Background: an optimization exercise with open tools, aiming at small area, a short achievable clock period and few clock cycles per item. Do not read the settings as production practice. RTL that was checked went through simulation tests only; none was proved equivalent to the original. Only the layout flow was run in run 3; the RTL was not checked for function there.

==> flow/design.v <==
`timescale 1ns/1ps
module tw_rows (
   input  logic [1:0]  n,
   input  logic [15:0] b,
   input  logic [8:0]  su,
   input  logic [8:0]  df,
   output logic [8:0]  hp, lp,
   output logic        cfp,       
   output logic [1:0]  ccp,       
   output logic [8:0]  hq, lq,
   output logic        cfq
);
   logic [15:0] br, bi, s9, d9;
   logic [15:0] r1, r2, r3, r4, r5, q1, q2, q3, q4, q5;
   logic [15:0] pc, qc;
   assign br = {{8{b[7]}},  b[7:0]};
   assign bi = {{8{b[15]}}, b[15:8]};
   assign s9 = {{7{su[8]}}, su};
   assign d9 = {{7{df[8]}}, df};
   always_comb begin
      case (n)
         2'd0: begin
            r1 = br << 6; r2 = '0; r3 = '0; r4 = '0; r5 = '0; pc = '0;
            q1 = bi << 6; q2 = '0; q3 = '0; q4 = '0; q5 = '0; qc = '0;
         end
         2'd1: begin
            r1 = br << 6; r2 = ~br << 2; r3 = ~br; r4 = bi << 4; r5 = bi << 3;
            pc = 16'd5;
            q1 = bi << 6; q2 = ~bi << 2; q3 = ~bi; q4 = ~br << 4; q5 = ~br << 3;
            qc = 16'd29;
         end
         2'd2: begin
            r1 = s9 << 5; r2 = s9 << 3; r3 = s9 << 2; r4 = s9; r5 = '0; pc = '0;
            q1 = d9 << 5; q2 = d9 << 3; q3 = d9 << 2; q4 = d9; q5 = '0; qc = '0;
         end
         default: begin
            r1 = bi << 6; r2 = ~bi << 2; r3 = ~bi; r4 = br << 4; r5 = br << 3;
            pc = 16'd5;
            q1 = ~br << 6; q2 = br << 2; q3 = br; q4 = bi << 4; q5 = bi << 3;
            qc = 16'd64;
         end
      endcase
   end
   logic [15:0] sp, cp, sq, cq;
   tw_tree u_tp (.x1(r1), .x2(r2), .x3(r3), .x4(r4), .x5(r5), .k(pc), .s(sp), .c(cp));
   tw_tree u_tq (.x1(q1), .x2(q2), .x3(q3), .x4(q4), .x5(q5), .k(qc), .s(sq), .c(cq));
   logic [6:0] lop, loq;
   logic [5:0] zx, zo;
   logic       nz;
   assign lop = {1'b0, sp[5:0]} + {1'b0, cp[5:0]};
   assign loq = {1'b0, sq[5:0]} + {1'b0, cq[5:0]};
   assign zx  = sp[5:0] ^ cp[5:0];
   assign zo  = {sp[4:0] | cp[4:0], 1'b0};
   assign nz  = (zx != zo);
   assign hp  = sp[14:6];
   assign lp  = cp[14:6];
   assign cfp = lop[6];
   assign ccp = {lop[6] & nz, lop[6] ^ nz};
   assign hq  = sq[14:6];
   assign lq  = cq[14:6];
   assign cfq = loq[6];
endmodule
module tw_tree (
   input  logic [15:0] x1, x2, x3, x4, x5, k,
   output logic [15:0] s,
   output logic [15:0] c
);
   logic [15:0] s1, c1, s2, c2, s3, c3;
   csa16 u1 (.x(x1), .y(x2), .z(x3), .s(s1), .c(c1));
   csa16 u2 (.x(x4), .y(x5), .z(k),  .s(s2), .c(c2));
   csa16 u3 (.x(s1), .y(c1), .z(s2), .s(s3), .c(c3));
   csa16 u4 (.x(s3), .y(c3), .z(c2), .s(s),  .c(c));
endmodule
module add_hlc (
   input  logic [7:0] a,
   input  logic       neg,
   input  logic [8:0] h,
   input  logic [8:0] l,
   input  logic [1:0] c,
   output logic [7:0] y
);
   logic [8:0] z;
   logic [1:0] k;
   assign k = neg ? (2'd2 - c) : c;
   assign z = {a[7], a} + (h ^ {9{neg}}) + (l ^ {9{neg}}) + {7'd0, k};
   assign y = z[8:1];
endmodule
`timescale 1ns/1ps
module bf_w0 (
   input  logic [15:0] a,
   input  logic [15:0] b,
   output logic [15:0] s,
   output logic [15:0] d
);
   logic [8:0] sr, si, dr, di;
   assign sr = {a[7],  a[7:0]}  + {b[7],  b[7:0]};
   assign si = {a[15], a[15:8]} + {b[15], b[15:8]};
   assign dr = {a[7],  a[7:0]}  - {b[7],  b[7:0]};
   assign di = {a[15], a[15:8]} - {b[15], b[15:8]};
   assign s  = {si[8:1], sr[8:1]};
   assign d  = {di[8:1], dr[8:1]};
endmodule
module bf_w4 (
   input  logic [15:0] a,
   input  logic [15:0] b,
   output logic [15:0] s,
   output logic [15:0] d
);
   logic [8:0] sr, si, dr, di;
   assign sr = {a[7],  a[7:0]}  + {b[15], b[15:8]};
   assign si = {a[15], a[15:8]} - {b[7],  b[7:0]};
   assign dr = {a[7],  a[7:0]}  - {b[15], b[15:8]};
   assign di = {a[15], a[15:8]} + {b[7],  b[7:0]};
   assign s  = {si[8:1], sr[8:1]};
   assign d  = {di[8:1], dr[8:1]};
endmodule
module csa16 (
   input  logic [15:0] x,
   input  logic [15:0] y,
   input  logic [15:0] z,
   output logic [15:0] s,
   output logic [15:0] c
);
   assign s = x ^ y ^ z;
   assign c = {((x[14:0] & y[14:0]) | (x[14:0] & z[14:0]) | (y[14:0] & z[14:0])), 1'b0};
endmodule
module cs_scale (
   input  logic [15:0] s,
   input  logic [15:0] c,
   output logic [8:0]  h,
   output logic [8:0]  l,
   output logic        cy
);
   logic [6:0] lo;
   assign lo = {1'b0, s[5:0]} + {1'b0, c[5:0]};
   assign h  = s[14:6];
   assign l  = c[14:6];
   assign cy = lo[6];
endmodule
module mul_w2_cs (
   input  logic [9:0]  xp,
   input  logic [9:0]  xq,
   output logic [8:0]  ph_re, pl_re,
   output logic        pc_re,
   output logic [8:0]  ph_im, pl_im,
   output logic        pc_im
);
   logic [15:0] sp, cp, sq, cq;
   mul45 u_p (.x({{6{xp[9]}}, xp}), .s(sp), .c(cp));
   mul45 u_q (.x({{6{xq[9]}}, xq}), .s(sq), .c(cq));
   cs_scale u_sp (.s(sp), .c(cp), .h(ph_re), .l(pl_re), .cy(pc_re));
   cs_scale u_sq (.s(sq), .c(cq), .h(ph_im), .l(pl_im), .cy(pc_im));
endmodule
module mul45 (
   input  logic [15:0] x,
   output logic [15:0] s,
   output logic [15:0] c
);
   logic [15:0] s1, c1;
   csa16 u1 (.x(x << 5), .y(x << 3), .z(x << 2), .s(s1), .c(c1));
   csa16 u2 (.x(s1),     .y(c1),     .z(x),      .s(s),  .c(c));
endmodule
module bf_w04 (
   input  logic        rot,
   input  logic [15:0] a,
   input  logic [15:0] b,
   output logic [15:0] s,
   output logic [15:0] d
);
   logic [8:0] ar, ai, pr, pm, sr, si, dr, di;
   assign ar = {a[7],  a[7:0]};
   assign ai = {a[15], a[15:8]};
   assign pr = rot ? {b[15], b[15:8]} : {b[7], b[7:0]};
   assign pm = rot ? ~{b[7], b[7:0]} : {b[15], b[15:8]};
   assign sr = ar + pr;
   assign si = ai + pm + {8'd0, rot};
   assign dr = ar - pr;
   assign di = ai - pm - {8'd0, rot};
   assign s  = {si[8:1], sr[8:1]};
   assign d  = {di[8:1], dr[8:1]};
endmodule
`timescale 1ns/1ps
module fft_dit_top (
   input  logic        clk,
   input  logic        rst_n,
   input  logic [15:0] in_x,
   input  logic        in_nd,
   output logic [15:0] out_x,
   output logic        out_nd,
   output logic        overflow
);
   logic [3:0]  wcnt;        
   logic [15:0] d8 [8];
   logic [15:0] d4 [4];
   logic [15:0] d4x;         
   logic [15:0] c1s, c1d;
   bf_w0 u_bf0 (.a(d8[7]), .b(in_x), .s(c1s), .d(c1d));
   always_ff @(posedge clk) begin
      if (in_nd) begin
         d8[0] <= wcnt[3] ? c1d : in_x;
         for (int n = 1; n < 8; n++) d8[n] <= d8[n-1];
         d4[0] <= c1s;
         for (int n = 1; n < 4; n++) d4[n] <= d4[n-1];
      end
   end
   logic [15:0] c1s_q, c1d_q;
   logic        v;
   logic [3:0]  cnt;
   always_ff @(posedge clk) begin
      c1s_q <= c1s;
      c1d_q <= c1d;
      d4x   <= d4[3];
      cnt   <= wcnt;
   end
   always_ff @(posedge clk or negedge rst_n) begin
      if (!rst_n) begin
         v    <= 1'b0;
         wcnt <= '0;
      end else begin
         v <= in_nd;
         if (in_nd) wcnt <= wcnt + 4'd1;
      end
   end
   logic [15:0] g_in [4];
   bf_w0 u_bf1a (.a(d4x), .b(c1s_q), .s(g_in[0]), .d(g_in[2]));
   bf_w4 u_bf1b (.a(d8[4]), .b(c1d_q), .s(g_in[1]), .d(g_in[3]));
   logic [9:0]  xp_in [2], xq_in [2];
   always_comb begin
      xp_in[0] = {{2{g_in[1][7]}},  g_in[1][7:0]}  + {{2{g_in[1][15]}}, g_in[1][15:8]};
      xq_in[0] = {{2{g_in[1][15]}}, g_in[1][15:8]} - {{2{g_in[1][7]}},  g_in[1][7:0]};
      xp_in[1] = {{2{g_in[3][15]}}, g_in[3][15:8]} - {{2{g_in[3][7]}},  g_in[3][7:0]};
      xq_in[1] = 10'd0 - {{2{g_in[3][7]}}, g_in[3][7:0]} - {{2{g_in[3][15]}}, g_in[3][15:8]};
   end
   logic [15:0] y_q [4];
   logic [9:0]  xp_q [2], xq_q [2];
   logic        yv;
   logic [1:0]  yj;
   always_ff @(posedge clk) begin
      y_q[3]  <= g_in[3];
      xp_q[0] <= xp_in[0];
      xq_q[0] <= xq_in[0];
      y_q[2]  <= g_in[2];
      if (v & cnt[3] & cnt[2]) begin
         xp_q[1] <= xp_in[1];
         xq_q[1] <= xq_in[1];
      end
      yj <= cnt[1:0];
   end
   always_ff @(posedge clk or negedge rst_n) begin
      if (!rst_n) yv <= 1'b0;
      else        yv <= v & cnt[3] & cnt[2];
   end
   logic [15:0] ya [4];
   logic [15:0] yb [4];
   logic [15:0] da [4];
   logic [15:0] db [4];
   logic [9:0]  xp2h, xq2h;  
   logic        st;          
   logic        c2;          
   logic        y01;         
   logic        u1;          
   logic        se, sh, sg;
   always_ff @(posedge clk) begin
      if (c2) begin
         xp2h <= xp_q[1];
         xq2h <= xq_q[1];
      end
   end
   always_ff @(posedge clk or negedge rst_n) begin
      if (!rst_n) begin
         st  <= 1'b0;
         c2  <= 1'b0;
         y01 <= 1'b0;
         u1  <= 1'b0;
         se  <= 1'b0;
         sh  <= 1'b0;
         sg  <= 1'b0;
      end else begin
         st  <= v & (cnt == 4'd15);
         c2  <= v & (cnt == 4'd14);
         y01 <= v & (cnt[3:1] == 3'b110);
         u1  <= st;
         se  <= (v & (cnt[3:1] == 3'b111)) | st | u1;
         sh  <= (v & (cnt == 4'd15)) | u1;
         sg  <= st | u1;
      end
   end
   logic [15:0] a0, a2, s0u, d0u, s2u, d2u;
   assign a0 = cnt[0] ? yb[0] : ya[0];
   assign a2 = st ? yb[2] : ya[2];
   bf_w0 u_bf2g0 (.a(a0), .b(g_in[0]), .s(s0u), .d(d0u));
   bf_w4 u_bf2g2 (.a(a2), .b(y_q[2]), .s(s2u), .d(d2u));
   logic [9:0]  xp13, xq13;
   assign xp13 = sg ? (sh ? xp_q[1] : xp2h) : xp_q[0];
   assign xq13 = sg ? (sh ? xq_q[1] : xq2h) : xq_q[0];
   logic [8:0]  ph_re, pl_re, ph_im, pl_im;
   logic        pc_re, pc_im;
   mul_w2_cs u_m13 (.xp(xp13), .xq(xq13),
      .ph_re(ph_re), .pl_re(pl_re), .pc_re(pc_re),
      .ph_im(ph_im), .pl_im(pl_im), .pc_im(pc_im));
   logic [8:0]  qh_re, ql_re, qh_im, ql_im;
   logic        qc_re, qc_im;
   logic        e13, h13, g13;    
   always_ff @(posedge clk) begin
      qh_re <= ph_re; ql_re <= pl_re; qc_re <= pc_re;
      qh_im <= ph_im; ql_im <= pl_im; qc_im <= pc_im;
      h13   <= sh;
      g13   <= sg;
   end
   always_ff @(posedge clk or negedge rst_n) begin
      if (!rst_n) e13 <= 1'b0;
      else        e13 <= se;
   end
   logic [15:0] a13, s13, d13;
   always_ff @(posedge clk) a13 <= sg ? (sh ? yb[3] : ya[3]) : (sh ? yb[1] : ya[1]);
   logic [8:0] sr13, si13, dr13, di13;
   assign sr13 = {a13[7],  a13[7:0]}  + qh_re + ql_re + qc_re;
   assign si13 = {a13[15], a13[15:8]} + qh_im + ql_im + qc_im;
   assign dr13 = {a13[7],  a13[7:0]}  - qh_re - ql_re - qc_re;
   assign di13 = {a13[15], a13[15:8]} - qh_im - ql_im - qc_im;
   assign s13 = {si13[8:1], sr13[8:1]};
   assign d13 = {di13[8:1], dr13[8:1]};
   always_ff @(posedge clk) begin
      if (y01) begin
         if (!yj[0]) begin
            ya[2] <= y_q[2]; ya[3] <= y_q[3];
         end else begin
            yb[2] <= y_q[2]; yb[3] <= y_q[3];
         end
      end
      if (v & (cnt == 4'd12)) begin ya[0] <= g_in[0]; ya[1] <= g_in[1]; end
      if (v & (cnt == 4'd13)) begin yb[0] <= g_in[0]; yb[1] <= g_in[1]; end
      if (v & (cnt == 4'd14)) begin ya[0] <= s0u; da[0] <= d0u; end
      if (v & (cnt == 4'd15)) begin yb[0] <= s0u; db[0] <= d0u; end
      if (c2) begin
         ya[2] <= s2u; da[2] <= d2u;
      end
      if (st) begin
         yb[2] <= s2u; db[2] <= d2u;
      end
      if (e13) begin
         if (!h13) begin
            ya[{g13, 1'b1}] <= s13;
            da[{g13, 1'b1}] <= d13;
         end else begin
            yb[{g13, 1'b1}] <= s13;
            db[{g13, 1'b1}] <= d13;
         end
      end
   end
   logic        r_act;
   logic [3:0]  r_m;         
   logic [3:0]  m_r;
   logic        r_v;
   logic [15:0] sb;
   logic [15:0] b_q;
   logic [8:0]  su_q, df_q;
   logic [3:0]  m_q;         
   logic        m_v;
   logic [15:0] sa;
   assign r_v = st | r_act;
   assign m_r = r_m;
   logic [15:0] sg3;
   assign sg3 = m_r[2] ? db[m_r[1:0]] : yb[m_r[1:0]];
   assign sb  = ((m_r[3:2] == 2'd0) & m_r[0]) ? s13 : sg3;
   always_ff @(posedge clk) begin
      b_q  <= sb;
      su_q <= {sg3[7], sg3[7:0]} + {sg3[15], sg3[15:8]};
      df_q <= {sg3[15], sg3[15:8]} - {sg3[7], sg3[7:0]};
      m_q  <= m_r;
   end
   always_ff @(posedge clk or negedge rst_n) begin
      if (!rst_n) begin
         r_act <= 1'b0;
         r_m   <= '0;
         m_v   <= 1'b0;
      end else begin
         m_v <= r_v;
         if (r_v) r_m <= r_m + 4'd1;
         if (st) r_act <= 1'b1;
         else if (&r_m) r_act <= 1'b0;
      end
   end
   assign sa = m_q[2] ? da[m_q[1:0]] : ya[m_q[1:0]];
   logic [8:0]  thp, tlp, thq, tlq;
   logic        tcfp, tcfq;
   logic [1:0]  tccp;
   tw_rows u_tw (.n(m_q[1:0]), .b(b_q), .su(su_q), .df(df_q),
                 .hp(thp), .lp(tlp), .cfp(tcfp), .ccp(tccp),
                 .hq(thq), .lq(tlq), .cfq(tcfq));
   logic [15:0] a_q;
   logic [8:0]  hp_q, lp_q, hq_q, lq_q;
   logic        cfp_q, cfq_q;
   logic [1:0]  ccp_q;
   logic [1:0]  n_q;           
   logic        a_v;
   logic        al;
   always_ff @(posedge clk) begin
      a_q   <= sa;
      hp_q  <= thp; lp_q <= tlp; cfp_q <= tcfp; ccp_q <= tccp;
      hq_q  <= thq; lq_q <= tlq; cfq_q <= tcfq;
      n_q   <= m_q[3:2];
      al    <= &m_q;
   end
   logic [7:0] o_re, o_im;
   add_hlc u_ore (.a(a_q[7:0]), .neg(n_q[1]),
                  .h(n_q[0] ? hq_q : hp_q), .l(n_q[0] ? lq_q : lp_q),
                  .c(n_q[0] ? {1'b0, cfq_q} : {1'b0, cfp_q}), .y(o_re));
   add_hlc u_oim (.a(a_q[15:8]), .neg(n_q[1] ^ n_q[0]),
                  .h(n_q[0] ? hp_q : hq_q), .l(n_q[0] ? lp_q : lq_q),
                  .c(n_q[0] ? ccp_q : {1'b0, cfq_q}), .y(o_im));
   logic ol;
   always_ff @(posedge clk) begin
      out_x <= {o_im, o_re};
      ol    <= al;
   end
   always_ff @(posedge clk or negedge rst_n) begin
      if (!rst_n) begin
         a_v    <= 1'b0;
         out_nd <= 1'b0;
      end else begin
         a_v    <= m_v;
         out_nd <= a_v;
      end
   end
   logic [1:0] ost;
   logic       f_in, f_out;
   assign f_in  = v & (cnt == 4'd0);
   assign f_out = out_nd & ol;
   always_ff @(posedge clk or negedge rst_n) begin
      if (!rst_n) begin
         ost      <= '0;
         overflow <= 1'b0;
      end else begin
         ost <= ost + {1'b0, f_in} - {1'b0, f_out};
         if (f_in && ost == 2'd2 && !f_out) overflow <= 1'b1;
      end
   end
endmodule
==> flow/flow/run.sh <==
#!/bin/bash
set -euo pipefail
bash standard.sh SETUP_SLACK_MARGIN=5.5 finish > standard_flow.log 2>&1
==> flow/standard.sh <==
#!/bin/bash
# synth_recipe.tcl (not shown) runs the flow's synth.tcl, then flattens the netlist and writes it again
# the make line also repeats each setting of config.mk as NAME=value (left out here)
make -C /OpenROAD-flow-scripts/flow DESIGN_CONFIG=/design/flow/config.mk WORK_HOME=/design/flow/orfs CLKGATE_MAP_FILE= SYNTH_SCRIPT=/design/flow/synth_recipe.tcl "${@:-finish}"
==> flow/config.mk <==
export PLATFORM = sky130hd
export DESIGN_NAME = fft_dit_top
export DESIGN_NICKNAME = fft_dit_top
export VERILOG_FILES = /design/flow/design.v
export SDC_FILE = /design/flow/constraint.sdc
export NUM_CORES = 4
export LEC_CHECK = 0
export ABC_CLOCK_PERIOD_IN_PS = 3500
export CAP_MARGIN = 20
export CORE_MARGIN = 2
export CORE_UTILIZATION = 40
export CTS_BUF_LIST = sky130_fd_sc_hd__clkbuf_4
export CTS_CLUSTER_SIZE = 12
export SETUP_SLACK_MARGIN = 5
export SLEW_MARGIN = 20
==> flow/constraint.sdc <==
create_clock -name core_clock -period 9.0 [get_ports {clk}]
set_input_delay 1.8000 -clock core_clock [delete_from_list [all_inputs] [get_ports {clk}]]
set_output_delay 1.8000 -clock core_clock [all_outputs]
set_load 0.01 [all_outputs]
==> results of run 1 <==
[worst paths after layout]
| kind | startpoint | end | slack (ps) | cells after the start |
|---|---|---|---|---|
| min in group asynchronous | rst_n | ost[1] | 1110 | 2 |
| max in group asynchronous | rst_n | sg | 7500 | 2 |
| worst max-delay path | m_q[1] | ccp_q[0] | 5450 | 13 |
| worst min-delay path | al | ol | 300 | 0 |
| worst max register to register | m_q[1] | ccp_q[0] | 5450 | 13 |
| worst min register to register | al | ol | 300 | 0 |
[critical path, stage by stage, from the launching register on]
cell,delay [ps]
dfxtp_4,420
buf_12,130
buf_16,100
and3_4,200
a21oi_4,40
fa_1,490
fa_1,500
inv_1,50
fa_1,430
ha_1,310
xnor2_1,150
nor4b_2,210
nand3_1,120
ha_2,320
[cell families after synthesis]
group | Yosys count | synth area share
flip-flops | 774 | 0.4838
multiplexers | 237 | 0.08234
AND/OR/NAND/NOR | 646 | 0.07012
buffers and inverters | 496 | 0.04488
XOR/XNOR | 247 | 0.05116
adder cells (fa/ha/maj) | 517 | 0.1816
AO/OA/AOI/OAI | 599 | 0.08607
[layout by cell type (no fill, tap or decap), drive strengths merged, types with 51 or more instances in the layout]
cell type	Yosys	layout
edfxtp	484	484
inv	365	371
ha	353	353
clkbuf	93	299
dfxtp	266	266
nand2	219	219
a21oi	210	210
nor2	203	203
xnor2	192	192
o21ai	170	170
fa	162	162
buf	37	111
mux2	84	84
mux4	80	80
mux2i	73	73
clkinv	1	59
xor2	55	55
a21o	51	51
[metrics by stage]
step	cells	hold slack, ps
floorplan	3516	309.6
global placement	4840	310.9
detailed placement	4840	326.9
CTS	5233	297.4
global route	5282	288.1
finish	5285	298.4
[timing repair]
| action | in CTS | in global routing |
|---|---|---|
| buffers inserted | 23 | 42 |
| gates resized for setup | 144 | 133 |
| setup endpoints to repair | 97 | 92 |
| cloned | 4 | 2 |
| pin swaps | 15 | 45 |
[layout make-up]
type                            count  area [um2]
Sequential cell                   774       20490
Timing Repair Buffer              133        1212
Tap cell                         1391        1740
Inverter                          366        1418
Fill cell                        9766       56660
Antenna cell                        8       20.02
Clock buffer                      296        2222
Timing Repair inverter              1       6.256
Clock inverter                     70       459.2
Multi-Input combinational cell   2246       20890
[registers in the layout, summed over array words and instances (netlist names), 16 cells and up]
register and cells:
xp_q 17, xq_q 18, a13 16, da 64, yb 64, d4x 16, d8 128, db 64
ya 64, out_x 16, b_q 16, a_q 16, c1s_q 16, c1d_q 16, d4 64, y_q 32
[routing by layer]
layer / global-route usage / wire [um] / vias up
li1: - / - / 12780
met1: 0.2496 / 44960 / 12980
met2: 0.3286 / 52100 / 850
met3: 0.03282 / 5711 / 185
met4: 0.08053 / 3715 / 0
met5: 0 / 0 / -
==> results.sh, run 1 <==
export IMPL_outcome="finished clean"
export IMPL_critical_path_class="flip-flop to flip-flop"
export IMPL_syn_area_um2=42290
export IMPL_endpoint_kind="flip-flop"
export IMPL_fin_nets=4252
export IMPL_worstSkewPairLatency_ps=1130
export IMPL_row_count=119
export IMPL_drv_slew=0
export IMPL_final_core_util=0.4610
export IMPL_routabilityCongestion=0.8949
export IMPL_layout_drive_gt1_share=0.2023
export IMPL_critPathLaunchType="flip-flop"
export IMPL_drt_pass1_iter_count=5
export IMPL_synth_edff_count=484
export IMPL_grt_total_usage=0.1952
export IMPL_num_vias=26790
export IMPL_tightest_slew_ps=1036
export IMPL_cts_sinks=774
export IMPL_overflow=0
export IMPL_setup_viol=0
export IMPL_async_flop_share=0.03101
export IMPL_syn_nets=4050
export IMPL_die_w_um=329.1
export IMPL_core_area_um2=105100
export IMPL_rsz0062_at_grt="true"
export IMPL_dieArea_um2=108300
export IMPL_grt_pass1_vias=26600
export IMPL_cp_arrival_ps=4550
export IMPL_ys_types=80
export IMPL_final_area_um2=48460
export IMPL_min_period_ps=3554
export IMPL_min_period_over_period=0.3949
export IMPL_drt_initial_drc_count=1915
export IMPL_htree_levels=4
export IMPL_ant_nets=0
export IMPL_ys_seq_elements=774
export IMPL_fin_skew_ps=87.55
export IMPL_dp_hpwl_um=78690
export IMPL_numPortBuffers=36
export IMPL_place_area_um2=44170
export IMPL_place_ws_ps=4669
export IMPL_start_util=0.4023
export IMPL_root_buffer="clkbuf_4"
export IMPL_crit_required_ps=9990
export IMPL_grt_max_degree=123
export IMPL_ys_seq_area_frac=0.4838
export IMPL_ys_flop_type="edfxtp_1"
export IMPL_hp_class="flip-flop to flip-flop"
export IMPL_maxCapViolations=0
export IMPL_finalWorstSetupSlack_ps=5446
export IMPL_finalHoldViolCount=0
export IMPL_slew_headroom=0.3096
export IMPL_setup_tns_ps=0
export IMPL_cts_hold_buf=0
export IMPL_max_freq_ghz=0.2814
export IMPL_drcViolationCount=0
export IMPL_fp_dieH_um=329.1
export IMPL_synthTopCellsByArea="edfxtp_1 34%, dfxtp_1 13%, ha_1 10%"
export IMPL_clock_path_buffers=3
export IMPL_io_pins=37
export IMPL_ys_warn_count=17
export IMPL_cts_tree="built"
export IMPL_synth_avg_cell_area_um2=12.03
export IMPL_syn_to_final_growth_pct=14.59
export IMPL_vias_per_cell=5.069
export IMPL_yosys_area_top_type="edfxtp_1"
export IMPL_antenna_found_initial=4
export IMPL_synthTopCellsByCount="484 x edfxtp_1, 364 x inv_1, 353 x ha_1, 266 x dfxtp_1, 219 x nand2_1"
export IMPL_grt_pass1_wl_um=158200
export IMPL_path_clk_slew_ps=60
export IMPL_drt_total_wl_um=106500
export IMPL_crit_path_max_fanout=5
export IMPL_cts_inserted_buffers=196
export IMPL_syn_inst=3516
export IMPL_wl_per_cell_um=20.15
export IMPL_synth_top_area_share=0.3437
export IMPL_yosysMostFrequentCell="edfxtp_1"
Testbench counts, summed over its fixed seeds: cycles 6,848, frames 384.
==> inputs of run 2 (changes only) <==
--- a/flow/config.mk
+++ b/flow/config.mk
@@ -10,6 +10,4 @@
 export CORE_MARGIN = 2
 export CORE_UTILIZATION = 40
-export CTS_BUF_LIST = sky130_fd_sc_hd__clkbuf_4
-export CTS_CLUSTER_SIZE = 12
 export SETUP_SLACK_MARGIN = 5
 export SLEW_MARGIN = 20
==> run 2 against run 1 <==
Area after synthesis stayed put; count of clock-buffer cells in the layout shrank 190; worst setup slack gained 46 ps; die area unchanged; wire length shrank 0.68%; first-iteration DRC count up 2.5%; utilization increased by 0.26 points.
==> results.sh, run 2 <==
export IMPL_outcome="finished clean"
export IMPL_yosys_area_top_type="edfxtp_1"
export IMPL_mostFrequentLayoutCell="edfxtp_1"
export IMPL_drt_total_wl_um=105800
export IMPL_drcViolationCount=0
export IMPL_fin_nets=4132
export IMPL_r2r_cells=13
export IMPL_fp_dieH_um=329.1
export IMPL_synthTopCellsByArea="edfxtp_1 34%, dfxtp_1 13%, ha_1 10%"
export IMPL_synth_top_area_share=0.3437
export IMPL_rr_endpoint="ccp_q[0]"
export IMPL_rsz0062_at_grt="true"
export IMPL_grt_total_usage=0.1931
export IMPL_synth_avg_cell_area_um2=12.03
export IMPL_ys_warn_count=17
export IMPL_finalWorstSetupSlack_ps=5492
export IMPL_syn_nets=4050
export IMPL_wl_per_cell_um=20.89
export IMPL_layout_drive_gt1_share=0.1581
export IMPL_cts_tree="built"
export IMPL_setup_tns_ps=0
export IMPL_finalHoldViolCount=0
export IMPL_cp_arrival_ps=4090
export IMPL_whs_path_depth=0
export IMPL_drt_pass1_iter_count=5
export IMPL_top_usage_layer="met2"
export IMPL_worstSkewPairLatency_ps=660
export IMPL_slew_headroom=0.2974
export IMPL_ant_nets=0
export IMPL_vias_per_cell=5.193
export IMPL_ys_seq_elements=774
export IMPL_largest_reg_flops=128
export IMPL_crit_chain="buf_12 -> buf_16 -> and3_4 -> a21oi_4 -> fa_1 -> fa_1 -> inv_1 -> fa_1 -> ha_1 -> xnor2_1 -> nor4b_2 -> nand3_1 -> ha_2"
export IMPL_ys_types=80
export IMPL_endpoint_kind="flip-flop"
export IMPL_numPortBuffers=36
export IMPL_routabilityCongestion=0.8949
export IMPL_crit_path_start="m_q[1]"
export IMPL_use_met2=0.3285
export IMPL_async_flop_share=0.03101
export IMPL_syn_inst=3516
export IMPL_largest_register="d8"
export IMPL_ys_seq_area_frac=0.4838
export IMPL_dp_hpwl_um=78690
export IMPL_hold_start="d4[3][9]"
export IMPL_tightest_slew_ps=1054
export IMPL_syn_to_final_growth_pct=15.23
export IMPL_grt_max_degree=123
export IMPL_io_pins=37
export IMPL_synthTopCellsByCount="484 x edfxtp_1, 364 x inv_1, 353 x ha_1, 266 x dfxtp_1, 219 x nand2_1"
export IMPL_root_buffer="clkbuf_16"
export IMPL_place_ws_ps=4669
export IMPL_ys_flop_type="edfxtp_1"
export IMPL_min_period_over_period=0.3898
export IMPL_die_w_um=329.1
export IMPL_hp_class="flip-flop to flip-flop"
export IMPL_min_period_ps=3508
export IMPL_grt_pass1_vias=25750
export IMPL_final_core_util=0.4636
export IMPL_grt_pass1_wl_um=157200
export IMPL_critPathSlowestCell="fa_1"
export IMPL_holdWs_ps=335.1
export IMPL_drv_slew=0
export IMPL_cts_sinks=774
export IMPL_core_area_um2=105100
export IMPL_fin_skew_ps=34.00
export IMPL_cts_inserted_buffers=83
export IMPL_critical_path_class="flip-flop to flip-flop"
export IMPL_mostFrequentLayoutCells="484 x edfxtp_1, 352 x inv_1, 323 x ha_1, 253 x dfxtp_1, 218 x nand2_1"
export IMPL_fillers=9549
export IMPL_path_clk_slew_ps=60
export IMPL_crit_required_ps=9580
export IMPL_syn_area_um2=42290
export IMPL_critPathMaxStageDelay_ps=500
export IMPL_gr_usage_met1=0.2544
export IMPL_start_util=0.4023
export IMPL_hold_end="d4x[9]"
export IMPL_setup_viol=0
export IMPL_antenna_found_initial=1
export IMPL_row_count=119
export IMPL_dieArea_um2=108300
export IMPL_clock_path_buffers=3
export IMPL_rrSetupSlack_ps=5490
export IMPL_met3_usage=0.02294
export IMPL_drt_initial_drc_count=1962
export IMPL_maxCapViolations=0
export IMPL_synth_edff_count=484
export IMPL_num_vias=26290
export IMPL_overflow=0
export IMPL_yosysMostFrequentCell="edfxtp_1"
export IMPL_htree_levels=3
export IMPL_cp_common_cell="fa_1"
export IMPL_critPathLaunchType="flip-flop"
export IMPL_max_freq_ghz=0.2850
export IMPL_crit_path_max_fanout=5
export IMPL_r2r_start="m_q[1]"
-- run 2: per-layer routing --
metal  part of all wire  routed length, um
met5                  0                  0
met4              0.037               3933
met3              0.051               5373
met2               0.49              51810
met1               0.42              44660
-- run 2: how the worst max path moves through the flow --
stage                            to  depth (start not counted)
after global routing       ccp_q[0]                         16
final                      ccp_q[0]                         13
after CTS                  ccp_q[0]                         14
after floorplan            ccp_q[0]                         15
after global placement     d8[0][7]                          9
after detailed placement  d8[0][15]                          9
-- run 2: timing repair --
item                       4_1_cts  5_1_grt
setup endpoints to repair       80       99
setup buffers                   20       37
pin swaps                       12       51
gates resized for setup         76      143
hold buffers                     0        0
cloned                           4        3
-- run 2: through the flow --
step | std cells | cell area [um2]
3_5_place_dp | 4840 | 44170
3_3_place_gp | 4840 | 44170
2_1_floorplan | 3516 | 42440
6_report | 5062 | 48730
5_1_grt | 5060 | 48720
4_1_cts | 5020 | 47720
-- run 2: cells by family after synthesis --
family | synth area share
muxes | 0.08234
adders and majority gates | 0.1816
buffers and inverters | 0.04488
xor gates and xnor gates | 0.05116
AOI/OAI and AO/OA | 0.08607
and+or+nand+nor | 0.07012
DFF | 0.4838
-- run 2: area by class of cell --
| class | count | area (um2) | share of cell area |
|---|---|---|---|
| inverter | 366 | 1410 | 0.02894 |
| sequential | 774 | 20490 | 0.4205 |
| antenna | 2 | 5.005 | 0.0001027 |
| clock inverter | 50 | 654.4 | 0.01343 |
| timing repair inverter | 1 | 6.256 | 0.0001284 |
| multi-input combinational | 2246 | 20880 | 0.4285 |
| timing repair buffer | 126 | 1285 | 0.02637 |
| clock buffer | 106 | 2255 | 0.04627 |
| tap | 1391 | 1740 | 0.03572 |
-- run 2: worst max-delay path, delay by kind of cell, from the launching register on --
| family | cells | cell delay, ps |
|---|---|---|
| flip-flops | 1 | 410 |
| buffers and inverters | 3 | 280 |
| AO/OA/AOI/OAI | 1 | 40 |
| adder cells (fa/ha/maj) | 5 | 2050 |
| AND/OR/NAND/NOR | 3 | 530 |
| XOR/XNOR | 1 | 150 |
==> inputs of run 3 (changes only) <==
--- a/flow/design.v
+++ b/flow/design.v
@@ -46,15 +46,12 @@
    tw_tree u_tq (.x1(q1), .x2(q2), .x3(q3), .x4(q4), .x5(q5), .k(qc), .s(sq), .c(cq));
    logic [6:0] lop, loq;
-   logic [5:0] zx, zo;
-   logic       nz;
+   logic [7:0] lcp;
    assign lop = {1'b0, sp[5:0]} + {1'b0, cp[5:0]};
+   assign lcp = {2'b0, sp[5:0]} + {2'b0, cp[5:0]} + 8'd63;
    assign loq = {1'b0, sq[5:0]} + {1'b0, cq[5:0]};
-   assign zx  = sp[5:0] ^ cp[5:0];
-   assign zo  = {sp[4:0] | cp[4:0], 1'b0};
-   assign nz  = (zx != zo);
    assign hp  = sp[14:6];
    assign lp  = cp[14:6];
    assign cfp = lop[6];
-   assign ccp = {lop[6] & nz, lop[6] ^ nz};
+   assign ccp = lcp[7:6];
    assign hq  = sq[14:6];
    assign lq  = cq[14:6];
@@ -237,4 +234,5 @@
    logic [1:0]  yj;
    always_ff @(posedge clk) begin
+      y_q[0]  <= g_in[0];
       y_q[3]  <= g_in[3];
       xp_q[0] <= xp_in[0];
@@ -287,7 +285,7 @@
    end
    logic [15:0] a0, a2, s0u, d0u, s2u, d2u;
-   assign a0 = cnt[0] ? yb[0] : ya[0];
+   assign a0 = st ? yb[0] : ya[0];
    assign a2 = st ? yb[2] : ya[2];
-   bf_w0 u_bf2g0 (.a(a0), .b(g_in[0]), .s(s0u), .d(d0u));
+   bf_w0 u_bf2g0 (.a(a0), .b(y_q[0]), .s(s0u), .d(d0u));
    bf_w4 u_bf2g2 (.a(a2), .b(y_q[2]), .s(s2u), .d(d2u));
    logic [9:0]  xp13, xq13;
@@ -299,24 +297,11 @@
       .ph_re(ph_re), .pl_re(pl_re), .pc_re(pc_re),
       .ph_im(ph_im), .pl_im(pl_im), .pc_im(pc_im));
-   logic [8:0]  qh_re, ql_re, qh_im, ql_im;
-   logic        qc_re, qc_im;
-   logic        e13, h13, g13;    
-   always_ff @(posedge clk) begin
-      qh_re <= ph_re; ql_re <= pl_re; qc_re <= pc_re;
-      qh_im <= ph_im; ql_im <= pl_im; qc_im <= pc_im;
-      h13   <= sh;
-      g13   <= sg;
-   end
-   always_ff @(posedge clk or negedge rst_n) begin
-      if (!rst_n) e13 <= 1'b0;
-      else        e13 <= se;
-   end
    logic [15:0] a13, s13, d13;
-   always_ff @(posedge clk) a13 <= sg ? (sh ? yb[3] : ya[3]) : (sh ? yb[1] : ya[1]);
+   assign a13 = sg ? (sh ? yb[3] : ya[3]) : (sh ? yb[1] : ya[1]);
    logic [8:0] sr13, si13, dr13, di13;
-   assign sr13 = {a13[7],  a13[7:0]}  + qh_re + ql_re + qc_re;
-   assign si13 = {a13[15], a13[15:8]} + qh_im + ql_im + qc_im;
-   assign dr13 = {a13[7],  a13[7:0]}  - qh_re - ql_re - qc_re;
-   assign di13 = {a13[15], a13[15:8]} - qh_im - ql_im - qc_im;
+   assign sr13 = {a13[7],  a13[7:0]}  + ph_re + pl_re + pc_re;
+   assign si13 = {a13[15], a13[15:8]} + ph_im + pl_im + pc_im;
+   assign dr13 = {a13[7],  a13[7:0]}  - ph_re - pl_re - pc_re;
+   assign di13 = {a13[15], a13[15:8]} - ph_im - pl_im - pc_im;
    assign s13 = {si13[8:1], sr13[8:1]};
    assign d13 = {di13[8:1], dr13[8:1]};
@@ -324,26 +309,26 @@
       if (y01) begin
          if (!yj[0]) begin
-            ya[2] <= y_q[2]; ya[3] <= y_q[3];
+            ya[0] <= y_q[0]; ya[2] <= y_q[2]; ya[3] <= y_q[3];
          end else begin
-            yb[2] <= y_q[2]; yb[3] <= y_q[3];
+            yb[0] <= y_q[0]; yb[2] <= y_q[2]; yb[3] <= y_q[3];
          end
       end
-      if (v & (cnt == 4'd12)) begin ya[0] <= g_in[0]; ya[1] <= g_in[1]; end
-      if (v & (cnt == 4'd13)) begin yb[0] <= g_in[0]; yb[1] <= g_in[1]; end
-      if (v & (cnt == 4'd14)) begin ya[0] <= s0u; da[0] <= d0u; end
-      if (v & (cnt == 4'd15)) begin yb[0] <= s0u; db[0] <= d0u; end
+      if (v & (cnt == 4'd12)) ya[1] <= g_in[1];
+      if (v & (cnt == 4'd13)) yb[1] <= g_in[1];
       if (c2) begin
+         ya[0] <= s0u; da[0] <= d0u;
          ya[2] <= s2u; da[2] <= d2u;
       end
       if (st) begin
+         yb[0] <= s0u; db[0] <= d0u;
          yb[2] <= s2u; db[2] <= d2u;
       end
-      if (e13) begin
-         if (!h13) begin
-            ya[{g13, 1'b1}] <= s13;
-            da[{g13, 1'b1}] <= d13;
+      if (se) begin
+         if (!sh) begin
+            ya[{sg, 1'b1}] <= s13;
+            da[{sg, 1'b1}] <= d13;
          end else begin
-            yb[{g13, 1'b1}] <= s13;
-            db[{g13, 1'b1}] <= d13;
+            yb[{sg, 1'b1}] <= s13;
+            db[{sg, 1'b1}] <= d13;
          end
       end
@@ -363,5 +348,5 @@
    logic [15:0] sg3;
    assign sg3 = m_r[2] ? db[m_r[1:0]] : yb[m_r[1:0]];
-   assign sb  = ((m_r[3:2] == 2'd0) & m_r[0]) ? s13 : sg3;
+   assign sb  = st ? s0u : sg3;
    always_ff @(posedge clk) begin
       b_q  <= sb;
--- a/flow/config.mk
+++ b/flow/config.mk
@@ -10,4 +10,7 @@
 export CORE_MARGIN = 2
 export CORE_UTILIZATION = 40
+export CTS_BUF_LIST = sky130_fd_sc_hd__clkbuf_4
+export CTS_CLUSTER_SIZE = 12
 export SETUP_SLACK_MARGIN = 5
 export SLEW_MARGIN = 20
+export TNS_END_PERCENT = 20
==> run 3 against run 2 <==
Global-route usage rose by 0.39 points; sequential share of layout area is 1.2 points lower; utilization down 0.31 points; clock skew up 53 ps; area after synthesis decreased by 0.13%; worst setup slack worse by 1400 ps; register-to-register slack lost 1400 ps; wire length up 1.1%; critical endpoint is now da[3][5].
==> results.sh, run 3 <==
export IMPL_critical_path_class="flip-flop to flip-flop"
export IMPL_worstSkewPairLatency_ps=1100
export IMPL_crit_path_max_fanout=7
export IMPL_drt_initial_drc_count=1791
export IMPL_fin_cells=5429
export IMPL_largest_reg_flops=128
export IMPL_outcome="finished clean"
export IMPL_setup_tns_ps=0
export IMPL_fin_skew_ps=86.90
export IMPL_synth_xor_area_frac=0.04571
export IMPL_die_w_um=328.9
export IMPL_crit_chain="buf_8 -> mux2i_4 -> a21oi_4 -> fa_1 -> fa_1 -> ha_1 -> a21o_4 -> fa_1 -> inv_2 -> ha_4 -> a21oi_2 -> fa_2 -> nor2b_1 -> o21ai_1 -> a21boi_2 -> o21ai_2 -> nor2b_4 -> xnor2_2"
export IMPL_synthAdderAreaFrac=0.1759
export IMPL_ys_types=85
export IMPL_largest_register="d8"
export IMPL_slew_headroom=0.2186
export IMPL_cts_tree="built"
export IMPL_drt_pass1_iter_count=8
export IMPL_cp_common_cell="fa_1"
export IMPL_syn_to_final_growth_pct=14.46
export IMPL_root_buffer="clkbuf_4"
export IMPL_grt_total_usage=0.1970
export IMPL_synth_compound_area_share=0.1031
export IMPL_layout_drive_gt1_share=0.1889
export IMPL_antenna_found_initial=2
export IMPL_row_count=119
export IMPL_syn_inst=3662
export IMPL_drv_slew=0
export IMPL_tightest_slew_ps=1163
export IMPL_hp_class="flip-flop to flip-flop"
export IMPL_finalHoldViolCount=0
export IMPL_dp_cells=4984
export IMPL_grt_pass1_vias=28170
export IMPL_path_clk_slew_ps=70
export IMPL_core_area_um2=105000
export IMPL_numPortBuffers=36
export IMPL_grt_max_degree=124
export IMPL_vias_per_cell=5.167
export IMPL_drt_total_wl_um=107000
export IMPL_cts_inserted_buffers=192
export IMPL_cp_arrival_ps=5710
export IMPL_wl_per_cell_um=19.71
export IMPL_max_freq_ghz=0.2026
export IMPL_overflow=0
export IMPL_fp_dieH_um=328.9
export IMPL_syn_nets=4174
export IMPL_rsz0062_at_grt="true"
export IMPL_setup_viol=0
export IMPL_yosys_area_top_type="edfxtp_1"
export IMPL_yosysMostFrequentCell="edfxtp_1"
export IMPL_mostFrequentLayoutCell="edfxtp_1"
export IMPL_synth_top_family_by_area="adder cells"
export IMPL_ant_nets=0
export IMPL_grt_pass1_wl_um=162200
export IMPL_crit_required_ps=9780
export IMPL_clock_path_buffers=3
export IMPL_final_area_um2=48340
export IMPL_ys_flop_type="edfxtp_1"
export IMPL_yosys_area_share_simple=0.08162
export IMPL_place_ws_ps=3190
export IMPL_ys_seq_area_frac=0.4673
export IMPL_endpoint_kind="flip-flop"
export IMPL_syn_area_um2=42230
export IMPL_cpLargestDelayFamily="adder cells"
export IMPL_num_vias=28050
export IMPL_htree_levels=4
export IMPL_drcViolationCount=0
export IMPL_critPathMaxStageDelay_ps=550
export IMPL_min_period_over_period=0.5484
export IMPL_async_flop_share=0.03117
export IMPL_fin_nets=4386
export IMPL_synth_edff_count=484
export IMPL_place_area_um2=44180
export IMPL_ys_warn_count=17
export IMPL_routabilityCongestion=0.8789
export IMPL_ys_seq_elements=738
export IMPL_dieArea_um2=108200
export IMPL_synthTopCellsByCount="484 x edfxtp_1, 440 x inv_1, 329 x ha_1, 251 x nor2_1, 231 x dfxtp_1"
export IMPL_maxCapViolations=0
export IMPL_mostFrequentLayoutCells="484 x edfxtp_1, 425 x inv_1, 313 x ha_1, 293 x clkbuf_4, 240 x nor2_1"
export IMPL_cts_sinks=738
export IMPL_path_buf_inv=2
export IMPL_synth_top_area_share=0.3441
export IMPL_synth_avg_cell_area_um2=11.53
export IMPL_io_pins=37
export IMPL_start_util=0.4023
export IMPL_finalWorstSetupSlack_ps=4064
export IMPL_dp_hpwl_um=77690
export IMPL_critPathSlowestCell="dfrtp_4"
export IMPL_critPathLaunchType="flip-flop"
export IMPL_cts_hold_buf=0
export IMPL_synthTopCellsByArea="edfxtp_1 34%, dfxtp_1 11%, ha_1 9.7%"
export IMPL_synthMuxAreaShare=0.07490
export IMPL_min_period_ps=4936
run 3: cell count changes after synthesis, sizes merged, moves of 15 or more:
| cell | before | now |
|---|---|---|
| a21oi | 210 | 229 |
| dfxtp | 266 | 231 |
| ha | 353 | 329 |
| inv | 365 | 441 |
| mux2 | 84 | 64 |
| nor2 | 203 | 251 |
| nor2b | 36 | 52 |
| o21a | 12 | 27 |
| o21ai | 170 | 192 |
| or3 | 1 | 19 |
| xnor2 | 192 | 168 |
run 3: cell families (layout without fill, tap and decap cells):
kind of cell | Yosys count | in the layout
flip-flops | 738 | 738
AND/OR/NAND/NOR | 732 | 733
AO/OA/AOI/OAI | 700 | 700
buffers and inverters | 569 | 940
adder cells (fa/ha/maj) | 496 | 496
XOR/XNOR | 218 | 218
multiplexers | 208 | 208
other | 1 | 5
run 3: final timing paths:
kind | from | depth (start not counted) | end | slack, ps
min in group asynchronous | rst_n | 2 | wcnt[1] | 1110
max in group asynchronous | rst_n | 2 | r_m[0] | 7460
hold reg to reg | d4[3][13] | 0 | d4x[13] | 320
hold / removal | d4[3][13] | 0 | d4x[13] | 320
setup / recovery | sh | 18 | da[3][5] | 4060
setup reg to reg | sh | 18 | da[3][5] | 4060
run 3: area by class of cell:
class	instances	area, um2
fill	9617	56630
multi-input combinational	2356	21240
sequential	738	19760
clock buffer	293	2200
tap	1391	1740
inverter	441	1672
timing repair buffer	142	1351
clock inverter	61	337.8
timing repair inverter	3	22.52
antenna	4	10.01
run 3: through the flow:
stage               hold WS (ps)  utilization
floorplan                  309.6            -
global placement           313.9       0.4209
detailed placement         314.6       0.4209
CTS                        318.8       0.4528
global route               311.6       0.4605
finish                     318.4       0.4605
run 3: per-layer routing:
layer | track usage | part of all wire
met1 | 0.2490 | 0.42
met2 | 0.3344 | 0.49
met3 | 0.03601 | 0.056
met5 | 0 | 0
met4 | 0.07723 | 0.036
run 3: timing repair:
action,CTS,global route
setup endpoints to repair,319,322
endpoints found under the hold margin,0,0
setup buffers,39,42
pin swaps,57,43
gates cloned,0,6
gates resized for setup,94,92

==> separate check: timing with driven ports <==
Ports are ideal in the flow. The routed layouts listed here were re-timed in OpenROAD.
Step 1, drivers: a clkbuf_16 drives clk and a buf_2 each remaining input, both assumed.
Step 2 times the ports against the registers' clock, not the clock port: input delays grow and output delays shrink by t, the midpoint of the rising clock arrivals with the driver on.
Slacks: no drivers / after step 1 / after step 2; pairs: no drivers / after step 1.
run	t (ns)	setup WS [ns]	worst setup path after step 2	cell pins on the clock port's net
run 1	1.147	5.446 / 5.446 / 4.665	input to register	1
run 2	0.716	5.492 / 5.492 / 4.957	input to register	1
run 3	1.119	4.064 / 4.064 / 4.064	register to register	1
After both steps every run listed still meets setup and hold. The setup slack of run 1, which loses most, moves by 0.000 ns with the drivers and by -0.781 ns with both steps.
